This design comes from an exercise in tuning for a short achievable clock period and few clock cycles on the open sky130 flow, not from production work.
The RTL was checked by simulation tests, not by an equivalence proof against the original design.
No activity file was given, so power comes from the tool's default toggle rates.

==> trial 19 <==
==> flow/design.v <==
`default_nettype none
package dcache_pkg;
  localparam int ADDR_W = 32;
  localparam int WORD_W = 32;
  localparam int BYTES_PER_WORD = WORD_W / 8;
  localparam int LINE_WORDS = 8;
  localparam int LINE_W = LINE_WORDS * WORD_W;   
  localparam int OFFSET_BITS = 5;                
  localparam int BYTE_BITS = 2;                  
  localparam int WORD_LSB = BYTE_BITS;           
  localparam int WORD_SEL_BITS = OFFSET_BITS - BYTE_BITS;
  localparam int INDEX_LSB = OFFSET_BITS;        
  typedef logic [ADDR_W-1:0] addr_t;
  typedef logic [WORD_W-1:0] word_t;
  typedef logic [LINE_W-1:0] line_t;
  typedef logic [BYTES_PER_WORD-1:0] sel_t;
  typedef logic [WORD_SEL_BITS-1:0] word_idx_t;
endpackage
`default_nettype wire
`timescale 1ns/1ps
`default_nettype none
module dcache_tag_store #(
  parameter int SET_BITS = 3
) (
  input  wire                cs,
  input  wire                reset,
  input  dcache_pkg::addr_t  cpu_adr,
  input  wire                tag_take,
  input  wire                miss_start,
  input  wire                fill_done,
  input  wire [SET_BITS-1:0] fill_set,
  output logic               hit
);
  localparam int SETS = 2 ** SET_BITS;
  localparam int TAG_W = dcache_pkg::ADDR_W - SET_BITS - dcache_pkg::OFFSET_BITS;
  localparam int TAG_LSB = dcache_pkg::INDEX_LSB + SET_BITS;
  typedef logic [TAG_W-1:0] tag_t;
  typedef logic [SET_BITS-1:0] set_idx_t;
  tag_t     tags  [SETS];   
  logic     valid [SETS];
  set_idx_t set_idx;
  tag_t     tag;
  logic [SETS-1:0] set_hit;
  always_comb begin
    set_idx = cpu_adr[dcache_pkg::INDEX_LSB +: SET_BITS];
    tag     = cpu_adr[TAG_LSB +: TAG_W];
  end
  always_ff @(posedge cs) begin
    if (reset) begin
      for (int i = 0; i < SETS; i++) begin
        valid[i] <= 1'b0;
      end
    end else begin
      for (int i = 0; i < SETS; i++) begin
        if (miss_start && (set_idx == i)) begin
          valid[i] <= 1'b0;
        end else if (fill_done && (fill_set == i)) begin
          valid[i] <= 1'b1;
        end
      end
    end
  end
  always_ff @(posedge cs) begin
    if (tag_take) begin
      tags[set_idx] <= tag;
    end
  end
  always_comb begin
    for (int i = 0; i < SETS; i++) begin
      set_hit[i] = valid[i] && (tags[i] == tag);
    end
  end
  assign hit = set_hit[set_idx];
endmodule
`default_nettype wire
`timescale 1ns/1ps
`default_nettype none
module dcache_line_store #(
  parameter int SET_BITS = 3
) (
  input  wire                   cs,
  input  dcache_pkg::addr_t     cpu_adr,
  input  wire                   word_merge,
  input  dcache_pkg::word_t     cpu_dat_w,
  input  dcache_pkg::sel_t      cpu_sel,
  output dcache_pkg::word_t     rd_word,
  output dcache_pkg::line_t     merged_line,
  input  wire                   filling,
  input  wire                   line_fill,
  input  wire [2**SET_BITS-1:0] fill_set_dec,
  input  wire [dcache_pkg::LINE_WORDS-1:0] fill_word_dec,
  input  wire [dcache_pkg::LINE_WORDS*dcache_pkg::BYTES_PER_WORD-1:0] fill_byte_en,
  input  dcache_pkg::word_t     fill_dat,
  input  dcache_pkg::line_t     mem_dat_r,
  output dcache_pkg::word_t     fill_word,
  output dcache_pkg::line_t     fill_line
);
  localparam int SETS = 2 ** SET_BITS;
  localparam int WORDS = dcache_pkg::LINE_WORDS;
  localparam int BYTES = dcache_pkg::BYTES_PER_WORD;
  localparam int WORD_W = dcache_pkg::WORD_W;
  typedef logic [SET_BITS-1:0] set_idx_t;
  dcache_pkg::line_t      lines [SETS];
  set_idx_t               set_idx;
  dcache_pkg::word_idx_t  word_idx;
  logic [SETS-1:0]        set_dec;
  logic [WORDS-1:0]       word_dec;
  logic [WORDS*BYTES-1:0] byte_en;     
  dcache_pkg::line_t      line;
  always_comb begin
    set_idx  = cpu_adr[dcache_pkg::INDEX_LSB +: SET_BITS];
    word_idx = cpu_adr[dcache_pkg::WORD_LSB +: dcache_pkg::WORD_SEL_BITS];
    for (int s = 0; s < SETS; s++) begin
      set_dec[s]  = (set_idx == s);
    end
    for (int w = 0; w < WORDS; w++) begin
      word_dec[w]  = (word_idx == w);
      for (int b = 0; b < BYTES; b++) begin
        byte_en[w*BYTES + b]  = word_dec[w] && cpu_sel[b];
      end
    end
  end
  always_comb begin
    line = '0;
    for (int s = 0; s < SETS; s++) begin
      line = line | (lines[s] & {dcache_pkg::LINE_W{set_dec[s]}});
    end
    rd_word   = '0;
    fill_word = '0;
    for (int w = 0; w < WORDS; w++) begin
      rd_word   = rd_word   | (line[w*WORD_W +: WORD_W]      & {WORD_W{word_dec[w]}});
      fill_word = fill_word | (mem_dat_r[w*WORD_W +: WORD_W] & {WORD_W{fill_word_dec[w]}});
    end
  end
  always_comb begin
    for (int w = 0; w < WORDS; w++) begin
      for (int b = 0; b < BYTES; b++) begin
        merged_line[w*WORD_W + b*8 +: 8] = byte_en[w*BYTES + b] ? cpu_dat_w[b*8 +: 8]
                                                                : line[w*WORD_W + b*8 +: 8];
        fill_line[w*WORD_W + b*8 +: 8]   = fill_byte_en[w*BYTES + b] ? fill_dat[b*8 +: 8]
                                                                 : mem_dat_r[w*WORD_W + b*8 +: 8];
      end
    end
  end
  always_ff @(posedge cs) begin
    for (int s = 0; s < SETS; s++) begin
      for (int i = 0; i < WORDS*BYTES; i++) begin
        if ((line_fill && fill_set_dec[s]) || (word_merge && set_dec[s] && byte_en[i])) begin
          lines[s][i*8 +: 8] <= filling ? fill_line[i*8 +: 8] : cpu_dat_w[(i%BYTES)*8 +: 8];
        end
      end
    end
  end
endmodule
`default_nettype wire
`timescale 1ns/1ps
`default_nettype none
module dcache_ctrl #(
  parameter int SET_BITS = 3
) (
  input  wire                    cs,
  input  wire                    reset,
  input  wire                    cpu_cyc,
  input  wire                    cpu_stb,
  input  wire                    cpu_we,
  input  dcache_pkg::addr_t      cpu_adr,
  input  dcache_pkg::sel_t       cpu_sel,
  input  dcache_pkg::word_t      cpu_dat_w,
  output logic                   cpu_ack,
  output dcache_pkg::word_t      cpu_dat_r,
  input  wire                    hit,
  output logic                   tag_take,
  output logic                   miss_start,
  output logic                   filling,
  output logic                   fill_done,
  output logic                   word_merge,
  output logic [SET_BITS-1:0]    fill_set,
  output logic [2**SET_BITS-1:0] fill_set_dec,
  output logic [dcache_pkg::LINE_WORDS-1:0] fill_word_dec,
  output logic [dcache_pkg::LINE_WORDS*dcache_pkg::BYTES_PER_WORD-1:0] fill_byte_en,
  output dcache_pkg::word_t      fill_dat,
  input  dcache_pkg::word_t      rd_word,
  input  dcache_pkg::word_t      fill_word,
  input  dcache_pkg::line_t      merged_line,
  input  dcache_pkg::line_t      fill_line,
  output logic                   mem_cyc,
  output logic                   mem_stb,
  output logic                   mem_we,
  output dcache_pkg::addr_t      mem_adr,
  output dcache_pkg::line_t      mem_dat_w,
  input  wire                    mem_ack
);
  localparam int SETS = 2 ** SET_BITS;
  localparam int WORDS = dcache_pkg::LINE_WORDS;
  localparam int BYTES = dcache_pkg::BYTES_PER_WORD;
  logic              st_idle;     
  logic              st_rd;       
  logic              st_resp;     
  logic              wr_fill;     
  logic              req;
  logic              port_free;
  logic              take;        
  logic              start;
  logic              go_resp;
  logic              go_rd;
  logic              ack_q;
  dcache_pkg::word_t dat_q;
  logic              cyc_q;
  logic              load_we;
  logic              we_d;
  logic              we_q;
  logic              load_wdat;
  dcache_pkg::line_t wdat_q;
  logic [dcache_pkg::ADDR_W-1:dcache_pkg::OFFSET_BITS] adr_q;
  logic [SETS-1:0]        set_dec;
  logic [WORDS-1:0]       word_dec;
  logic [WORDS*BYTES-1:0] byte_en;
  assign req = cpu_cyc && cpu_stb;
  assign port_free = !cyc_q || (mem_ack && !wr_fill);
  assign take  = st_idle && req && port_free;
  assign start = take && (cpu_we || !hit);
  always_comb begin
    word_merge = take && cpu_we;   
    tag_take   = take;             
    miss_start = start && !hit;
    filling    = st_rd || wr_fill;
    fill_done  = filling && mem_ack;
  end
  assign go_resp = (st_idle && req && (cpu_we ? port_free : hit)) || (st_rd && mem_ack);
  assign go_rd   = st_idle && req && !cpu_we && !hit && port_free;
  always_ff @(posedge cs) begin
    if (reset) begin
      st_idle <= 1'b1;
      st_rd   <= 1'b0;
      st_resp <= 1'b0;
      ack_q   <= 1'b0;
      cyc_q   <= 1'b0;
      wr_fill <= 1'b0;
    end else begin
      st_idle <= (st_idle && !go_resp && !go_rd) || st_resp;
      st_rd   <= go_rd || (st_rd && !mem_ack);
      st_resp <= go_resp;
      ack_q   <= go_resp;
      cyc_q   <= start || (cyc_q && (!mem_ack || wr_fill));
      wr_fill <= (start && cpu_we && !hit) || (wr_fill && !mem_ack);
    end
  end
  assign load_we = start || (wr_fill && mem_ack);
  assign we_d    = (cpu_we && hit) || !start;
  always_ff @(posedge cs) begin
    we_q <= (we_d && load_we) || (we_q && !load_we);
    if (take) begin
      adr_q <= cpu_adr[dcache_pkg::ADDR_W-1:dcache_pkg::OFFSET_BITS];
    end
  end
  always_comb begin
    for (int s = 0; s < SETS; s++) begin
      set_dec[s] = (cpu_adr[dcache_pkg::INDEX_LSB +: SET_BITS] == s);
    end
    for (int w = 0; w < WORDS; w++) begin
      word_dec[w] = (cpu_adr[dcache_pkg::WORD_LSB +: dcache_pkg::WORD_SEL_BITS] == w);
      for (int b = 0; b < BYTES; b++) begin
        byte_en[w*BYTES + b] = word_dec[w] && cpu_sel[b] && cpu_we;
      end
    end
  end
  always_ff @(posedge cs) begin
    if (take) begin
      fill_set      <= cpu_adr[dcache_pkg::INDEX_LSB +: SET_BITS];
      fill_set_dec  <= set_dec;
      fill_word_dec <= word_dec;
      fill_byte_en  <= byte_en;
      fill_dat      <= cpu_dat_w;
    end
  end
  assign load_wdat = word_merge || (wr_fill && mem_ack);
  always_ff @(posedge cs) begin
    if (load_wdat) begin
      wdat_q <= wr_fill ? fill_line : merged_line;   
    end
  end
  always_ff @(posedge cs) begin
    dat_q <= st_rd ? fill_word : rd_word;
  end
  assign cpu_ack   = ack_q;
  assign cpu_dat_r = dat_q;
  assign mem_cyc   = cyc_q;
  assign mem_stb   = cyc_q;
  assign mem_we    = we_q;
  assign mem_adr   = {adr_q, {dcache_pkg::OFFSET_BITS{1'b0}}};
  assign mem_dat_w = wdat_q;
endmodule
`default_nettype wire
`timescale 1ns/1ps
`default_nettype none
module dcache_top #(
  parameter int SET_BITS = 3
) (
  input  wire               cs,
  input  wire               reset,
  input  wire               cpu_cyc,
  input  wire               cpu_stb,
  input  wire               cpu_we,
  input  dcache_pkg::addr_t cpu_adr,
  input  dcache_pkg::sel_t  cpu_sel,
  input  dcache_pkg::word_t cpu_dat_w,
  output logic              cpu_ack,
  output dcache_pkg::word_t cpu_dat_r,
  output logic              mem_cyc,
  output logic              mem_stb,
  output logic              mem_we,
  output dcache_pkg::addr_t mem_adr,
  output dcache_pkg::line_t mem_dat_w,
  input  wire               mem_ack,
  input  dcache_pkg::line_t mem_dat_r
);
  logic                  hit;
  logic                  tag_take;
  logic                  miss_start;
  logic                  filling;
  logic                  fill_done;
  logic                  word_merge;
  logic [SET_BITS-1:0]   fill_set;
  logic [2**SET_BITS-1:0] fill_set_dec;
  logic [dcache_pkg::LINE_WORDS-1:0] fill_word_dec;
  logic [dcache_pkg::LINE_WORDS*dcache_pkg::BYTES_PER_WORD-1:0] fill_byte_en;
  dcache_pkg::word_t     fill_dat;
  dcache_pkg::word_t     rd_word;
  dcache_pkg::word_t     fill_word;
  dcache_pkg::line_t     merged_line;
  dcache_pkg::line_t     fill_line;
  dcache_tag_store #(
    .SET_BITS (SET_BITS)
  ) i_tag_store (
    .cs         (cs),
    .reset      (reset),
    .cpu_adr    (cpu_adr),
    .tag_take   (tag_take),
    .miss_start (miss_start),
    .fill_done  (fill_done),
    .fill_set   (fill_set),
    .hit        (hit)
  );
  dcache_line_store #(
    .SET_BITS (SET_BITS)
  ) i_line_store (
    .cs            (cs),
    .cpu_adr       (cpu_adr),
    .word_merge    (word_merge),
    .cpu_dat_w     (cpu_dat_w),
    .cpu_sel       (cpu_sel),
    .rd_word       (rd_word),
    .merged_line   (merged_line),
    .filling       (filling),
    .line_fill     (fill_done),
    .fill_set_dec  (fill_set_dec),
    .fill_word_dec (fill_word_dec),
    .fill_byte_en  (fill_byte_en),
    .fill_dat      (fill_dat),
    .mem_dat_r     (mem_dat_r),
    .fill_word     (fill_word),
    .fill_line     (fill_line)
  );
  dcache_ctrl #(
    .SET_BITS (SET_BITS)
  ) i_ctrl (
    .cs            (cs),
    .reset         (reset),
    .cpu_cyc       (cpu_cyc),
    .cpu_stb       (cpu_stb),
    .cpu_we        (cpu_we),
    .cpu_adr       (cpu_adr),
    .cpu_sel       (cpu_sel),
    .cpu_dat_w     (cpu_dat_w),
    .cpu_ack       (cpu_ack),
    .cpu_dat_r     (cpu_dat_r),
    .hit           (hit),
    .tag_take      (tag_take),
    .miss_start    (miss_start),
    .filling       (filling),
    .fill_done     (fill_done),
    .word_merge    (word_merge),
    .fill_set      (fill_set),
    .fill_set_dec  (fill_set_dec),
    .fill_word_dec (fill_word_dec),
    .fill_byte_en  (fill_byte_en),
    .fill_dat      (fill_dat),
    .rd_word       (rd_word),
    .fill_word     (fill_word),
    .merged_line   (merged_line),
    .fill_line     (fill_line),
    .mem_cyc       (mem_cyc),
    .mem_stb       (mem_stb),
    .mem_we        (mem_we),
    .mem_adr       (mem_adr),
    .mem_dat_w     (mem_dat_w),
    .mem_ack       (mem_ack)
  );
endmodule
`default_nettype wire
==> flow/run.sh <==
#!/bin/bash
# synth_recipe.tcl (not shown) runs the flow's synth.tcl, then flattens the netlist and writes it again
# the make line also repeats each setting of config.mk as NAME=value (left out here)
make -C /OpenROAD-flow-scripts/flow DESIGN_CONFIG=/design/flow/config.mk WORK_HOME=/design/flow/orfs CLKGATE_MAP_FILE= SYNTH_SCRIPT=/design/flow/synth_recipe.tcl finish
==> flow/config.mk <==
export PLATFORM = sky130hd
export DESIGN_NAME = dcache_top
export DESIGN_NICKNAME = dcache_top
export VERILOG_FILES = /design/flow/design.v
export SDC_FILE = /design/flow/constraint.sdc
export NUM_CORES = 4
export LEC_CHECK = 0
export ABC_CLOCK_PERIOD_IN_PS = 1000
export CAP_MARGIN = 20
export CORE_MARGIN = 2
export CORE_UTILIZATION = 55
export SETUP_SLACK_MARGIN = 4.5
export SLEW_MARGIN = 20
export TNS_END_PERCENT = 5
==> flow/constraint.sdc <==
create_clock -name core_clock -period 7.0 [get_ports {cs}]
set_input_delay 1.4000 -clock core_clock [delete_from_list [all_inputs] [get_ports {cs}]]
set_output_delay 1.4000 -clock core_clock [all_outputs]
set_load 0.01 [all_outputs]
==> build 6 (differences from trial 19) <==
--- a/flow/config.mk
+++ b/flow/config.mk
@@ -8,5 +8,5 @@
 export ABC_CLOCK_PERIOD_IN_PS = 1000
-export CAP_MARGIN = 20
+export CAP_MARGIN = 30
 export CORE_MARGIN = 2
-export CORE_UTILIZATION = 55
+export CORE_UTILIZATION = 50
 export SETUP_SLACK_MARGIN = 4.5
==> summary.txt <==
|  | build 6 | trial 19 |
|---|---|---|
| WHS | 538.2 ps | 545.6 ps |
| Pin count of the biggest net entering global routing | 182 | 87 |
| Max-Cap Viols | 0 | 1 |
| Latest clock arrival within the worst-skew pair | 980 ps | 960 ps |
| Worst setup path start | i_ctrl.wdat_q[79] | cpu_adr[2] |
| # placed instances | 10730 | 10510 |
| GRT met2 Usage | 0.6170 | 0.6617 |
| Buffers & Inverters on Critical Path | 1 | 2 |
| Width of the die | 472.3 um | 450.5 um |
| Layout clock buffers | 358 | 352 |
| Power drawn by the clock network | 15.3 mW | 14.7 mW |
| CP required | 5600 ps | 7790 ps |
| Taps Inserted | 2854 | 2640 |
| Total non-filler cell area in the finished layout | 142700 um2 | 142200 um2 |
| Result of the run | complete, no violations | finished with violations |
| Layout check failures | - | capacitance limit, slew limit |
Testbench counts of trial 19, summed over its fixed seeds: cycles 12,558.
Testbench counts of build 6, summed over its fixed seeds: cycles 12,558.

-- static timing again, ports no longer ideal --
How much do the figures lean on ideal ports? The routed layouts below were timed once more, with nothing changed but the port constraints.
Step 1, drivers: a clkbuf_16 drives cs and a buf_2 each remaining input, both assumed.
Step 2 adds t to the input delays and takes it off the output delays; t is the mean of the earliest and latest rising clock arrival at the registers after step 1. Input paths then give back, and output paths get back, about the clock's delay inside the block.
Slacks: ideal / step 1 / step 2; pairs: ideal / step 1.
run | t (ns) | setup slack, ns | hold slack, ns | pins driven straight from the clock port
trial 19 | 1.036 | 3.537 / 3.517 / 2.481 | 0.546 / 0.546 / 0.546 | 1
build 6 | 1.054 | 3.718 / 3.545 / 2.491 | 0.538 / 0.538 / 0.538 | 1
For build 6, which loses most, drivers alone change the setup slack by -0.173 ns; drivers and shift together by -1.227 ns.
